This design comes from an exercise in tuning for small area on the open sky130 flow, not from production work. Function was checked by simulation only, so behaviour that the tests miss may differ from the original. Power figures rest on the tool's default switching activity, not on a simulated workload.

## snn_block_top
module snn_block_top #(
	parameter int BLOCK_ID = 0,
	parameter int NEURONS = snn_pkg::NUM_NEURONS,
	parameter int ROWS = snn_pkg::NUM_ROWS
) (
	input logic CLK,
	input logic RESET_N,
	input logic [16:0] CFG,			 
	input logic W_VALID,
	input logic [7:0] WEIGHT_IN,		 
	output logic W_REQUEST,
	output logic W_SET_DONE,
	input logic START,
	input logic EN,
	input logic [snn_pkg::DATA_W-1:0] DATA_IN,
	input logic REQUEST,
	output logic FRONT_DONE,
	output logic OUT_SPIKE,
	output logic OUT_SPIKE_VALID,
	output logic BACK_DONE
);
For scale: about 1300 flip-flops, about 45 I/O pins.
==> flow/config.mk <==
export PLATFORM = sky130hd
export DESIGN_NAME = snn_block_top
export DESIGN_NICKNAME = snn_block_top
export VERILOG_FILES = /design/flow/design.v
export SDC_FILE = /design/flow/constraint.sdc
export NUM_CORES = 4
export LEC_CHECK = 0
export CAP_MARGIN = 20
export CORE_MARGIN = 2
export CORE_UTILIZATION = 70
export CTS_BUF_LIST = sky130_fd_sc_hd__clkbuf_8
export CTS_CLUSTER_DIAMETER = 55
export CTS_CLUSTER_SIZE = 18
export SLEW_MARGIN = 20
==> flow/constraint.sdc <==
create_clock -name core_clock -period 25.0 [get_ports {CLK}]
set_input_delay 5.0000 -clock core_clock [delete_from_list [all_inputs] [get_ports {CLK}]]
set_output_delay 5.0000 -clock core_clock [all_outputs]
set_load 0.01 [all_outputs]
standard.sh (not shown) runs the stock make flow with config.mk's settings and CLKGATE_MAP_FILE= SYNTH_SCRIPT=/design/flow/synth_recipe.tcl, a recipe that flattens the netlist after the stock synthesis.
==> flow/flow/run.sh <==
#!/bin/bash
# The standard layout, with clock tree synthesis run without dummy loads.
set -euo pipefail
export CTS_ARGS="-sink_clustering_enable -repair_clock_nets -dont_use_dummy_load -buf_list sky130_fd_sc_hd__clkbuf_8 -sink_clustering_size 18 -sink_clustering_max_diameter 55"
bash standard.sh > standard.log 2>&1
Then changed:
==> flow/run.sh (new file) <==
#!/bin/bash
# synth_recipe.tcl (not shown) runs the flow's synth.tcl, then flattens the netlist and writes it again
# the make line also repeats each setting of config.mk as NAME=value (left out here)
make -C /OpenROAD-flow-scripts/flow DESIGN_CONFIG=/design/flow/config.mk WORK_HOME=/design/flow/orfs CLKGATE_MAP_FILE= SYNTH_SCRIPT=/design/flow/synth_recipe.tcl finish
removed: flow/flow/run.sh
removed: flow/standard.sh
=>
- combinational power stays flat
- final area is higher by 1.3%
- global-route usage stays flat
- clock skew is lower by 53 ps
- die area stays the same
- total power is higher by 4.0%
- register-to-register slack is worse by 90 ps
- routed wire length is higher by about 0.6%

* * *

## build 19
snn_block_top, a different RTL version from the one above (not shown whole).
Size in the first run: roughly 3,100 cells after synthesis, ~1,300 flip-flops, roughly 45 I/O pins, ~0.044 mm2 of cells after synthesis.
Design snn_block_top, start of the top module:
module snn_block_top #(
	parameter int BLOCK_ID = 0,
	parameter int NEURONS = snn_pkg::NUM_NEURONS,
	parameter int ROWS = snn_pkg::NUM_ROWS
) (
	input logic CLK,
	input logic RESET_N,
	input logic [16:0] CFG,			 
	input logic W_VALID,
	input logic [7:0] WEIGHT_IN,		 
	output logic W_REQUEST,
	output logic W_SET_DONE,
	input logic START,
	input logic EN,
	input logic [snn_pkg::DATA_W-1:0] DATA_IN,
	input logic REQUEST,
	output logic FRONT_DONE,
	output logic OUT_SPIKE,
	output logic OUT_SPIKE_VALID,
	output logic BACK_DONE
);
==> flow/config.mk <==
export PLATFORM = sky130hd
export DESIGN_NAME = snn_block_top
export DESIGN_NICKNAME = snn_block_top
export VERILOG_FILES = /design/flow/design.v
export SDC_FILE = /design/flow/constraint.sdc
export NUM_CORES = 4
export LEC_CHECK = 0
export CAP_MARGIN = 20
export CORE_MARGIN = 2
export CORE_UTILIZATION = 70
export CTS_BUF_LIST = sky130_fd_sc_hd__clkbuf_8
export CTS_CLUSTER_DIAMETER = 55
export CTS_CLUSTER_SIZE = 18
export SLEW_MARGIN = 20
==> flow/constraint.sdc <==
create_clock -name core_clock -period 25.0 [get_ports {CLK}]
set_input_delay 5.0000 -clock core_clock [delete_from_list [all_inputs] [get_ports {CLK}]]
set_output_delay 5.0000 -clock core_clock [all_outputs]
set_load 0.01 [all_outputs]
==> flow/flow/run.sh <==
#!/bin/bash
# The standard layout (standard.sh) with changes that leave the registers
# as the standard synthesis makes them:
#  - after Yosys extracts full adders, fixfa.py picks each adder's polarity
#    (a full adder is self-dual) so fewer inverters sit around the adders;
#  - ABC maps the logic with an area-recovering script (abc_map.script, used in
#    place of ORFS's abc_speed.script);
#  - clock tree synthesis leaves out dummy loads and uses clkbuf_8 clusters.
# Every other ORFS script is used unchanged from a copy of $FLOW_HOME/scripts.
# standard.sh's output goes to standard.log; ORFS keeps each step's log under
# orfs/logs/.
set -euo pipefail
cd "$(dirname "$0")/.."
rm -rf scripts_local
cp -r "$FLOW_HOME/scripts" scripts_local
cp flow/abc_map.script scripts_local/abc_speed.script
cp flow/fixfa.py scripts_local/fixfa.py
python3 flow/patch_synth.py scripts_local/synth.tcl > patch.log 2>&1
export SCRIPTS_DIR="$PWD/scripts_local"
export CTS_ARGS="-sink_clustering_enable -repair_clock_nets -dont_use_dummy_load -buf_list sky130_fd_sc_hd__clkbuf_8 -sink_clustering_size 24 -sink_clustering_max_diameter 45"
bash standard.sh > standard.log 2>&1
Other scripts of this flow, unchanged in this note and not shown: flow/flow/abc_map.script, flow/flow/fixfa.py, flow/flow/patch_synth.py
The following lists how build 31 was set up differently from build 19:
-- flow/flow/run.sh --
<<< build 19, line 18
python3 flow/patch_synth.py scripts_local/synth.tcl > patch.log 2>&1
export SCRIPTS_DIR="$PWD/scripts_local"
export CTS_ARGS="-sink_clustering_enable -repair_clock_nets -dont_use_dummy_load -buf_list sky130_fd_sc_hd__clkbuf_8 -sink_clustering_size 24 -sink_clustering_max_diameter 45"
bash standard.sh > standard.log 2>&1
>>> build 31, line 18
python3 flow/patch_synth.py scripts_local/synth.tcl > patch.log 2>&1
export SCRIPTS_DIR="$PWD/scripts_local"
export CTS_ARGS="-sink_clustering_enable -repair_clock_nets -dont_use_dummy_load -buf_list sky130_fd_sc_hd__clkbuf_8 -sink_clustering_size 18 -sink_clustering_max_diameter 55"
bash standard.sh > standard.log 2>&1
[summary]
- Build 31 vs build 19, met3 track utilization from global routing went down by 1.0 points.
- Build 31 -> build 19: adder-cell area share of the yosys netlist delta 0, exact match
- Build 31 did not stop at any stage, and its layout met the timing, DRC and antenna checks.
- | total count of hold-check failures in the final report | build 31 vs build 19 | ≈ equal |
- Power share of the clock group sits lower in build 31 than in build 19.
- On synthesized-area fraction occupied by and/or/nand/nor cells, build 31 tracks build 19 almost exactly.
- Per the comparison of build 31 with build 19, worst setup slack went down by 0.074 ns, top-level I/O count shows no meaningful change.
Relative to build 31, the following input files were edited for build 53:
Settings: swapping 70 for 80 in CORE_UTILIZATION.
==> flow/flow/run.sh <==
#!/bin/bash
# The standard layout (standard.sh) with changes that leave the registers
# as the standard synthesis makes them:
#  - after Yosys extracts full adders, fixfa.py picks each adder's polarity
#    (a full adder is self-dual) so fewer inverters sit around the adders;
#  - ABC maps the logic with an area-recovering script (abc_map.script, used in
#    place of ORFS's abc_speed.script);
#  - ports are buffered with buf_1 cells;
#  - clock tree synthesis leaves out dummy loads and uses clkbuf_8 clusters.
# Every other ORFS script is used unchanged from a copy of $FLOW_HOME/scripts.
# standard.sh's output goes to standard.log; ORFS keeps each step's log under
# orfs/logs/.
set -euo pipefail
cd "$(dirname "$0")/.."
rm -rf scripts_local
cp -r "$FLOW_HOME/scripts" scripts_local
cp flow/abc_map.script scripts_local/abc_speed.script
cp flow/fixfa.py scripts_local/fixfa.py
python3 flow/patch_synth.py scripts_local/synth.tcl > patch.log 2>&1
export SCRIPTS_DIR="$PWD/scripts_local"
export BUFFER_PORTS_ARGS="-buffer_cell sky130_fd_sc_hd__buf_1"
export CTS_ARGS="-sink_clustering_enable -repair_clock_nets -dont_use_dummy_load -buf_list sky130_fd_sc_hd__clkbuf_8 -sink_clustering_size 18 -sink_clustering_max_diameter 55"
bash standard.sh > standard.log 2>&1
--- outcome ---
Build 53 ended with every stage complete and zero timing, DRC or antenna violations. Build 53 ended with more maximum single-stage delay on the critical path than build 31. Diff build 31 -> build 53: synthesis-to-layout area growth moved down, maximum number of pins on one net before global-route repair moved down.

[static timing again, ports no longer ideal]
The results above use ideal ports. As a check the final layouts listed here were re-extracted and re-timed, cells and wires unchanged.
Step 1 assumes that a clkbuf_16 drives the clock port and a buf_2 every other input.
Step 2 moves the port delays by t, midway between the first and last clock arrival at a register: inputs arrive t later, outputs are due t later. That takes back most of the time a late clock gives input paths.
Slacks: ideal ports / drivers / drivers and shift; pairs: ideal ports / drivers.
run | shift t [ns] | slack for setup (ns) | worst data-port slew with drivers (ns) | cell pins on the clock port's net
the first run of note 1 | 0.762 | 17.039 / 17.039 / 17.039 | 0.07 | 1
the second run of note 1 | 0.786 | 16.947 / 16.947 / 16.947 | 0.06 | 1
build 19 | 0.822 | 16.789 / 16.789 / 16.789 | 0.06 | 1
build 31 | 0.760 | 16.715 / 16.715 / 16.715 | 0.06 | 1
build 53 | 0.760 | 16.750 / 16.750 / 16.750 | 0.08 | 1
After both steps every run listed still meets setup and hold.
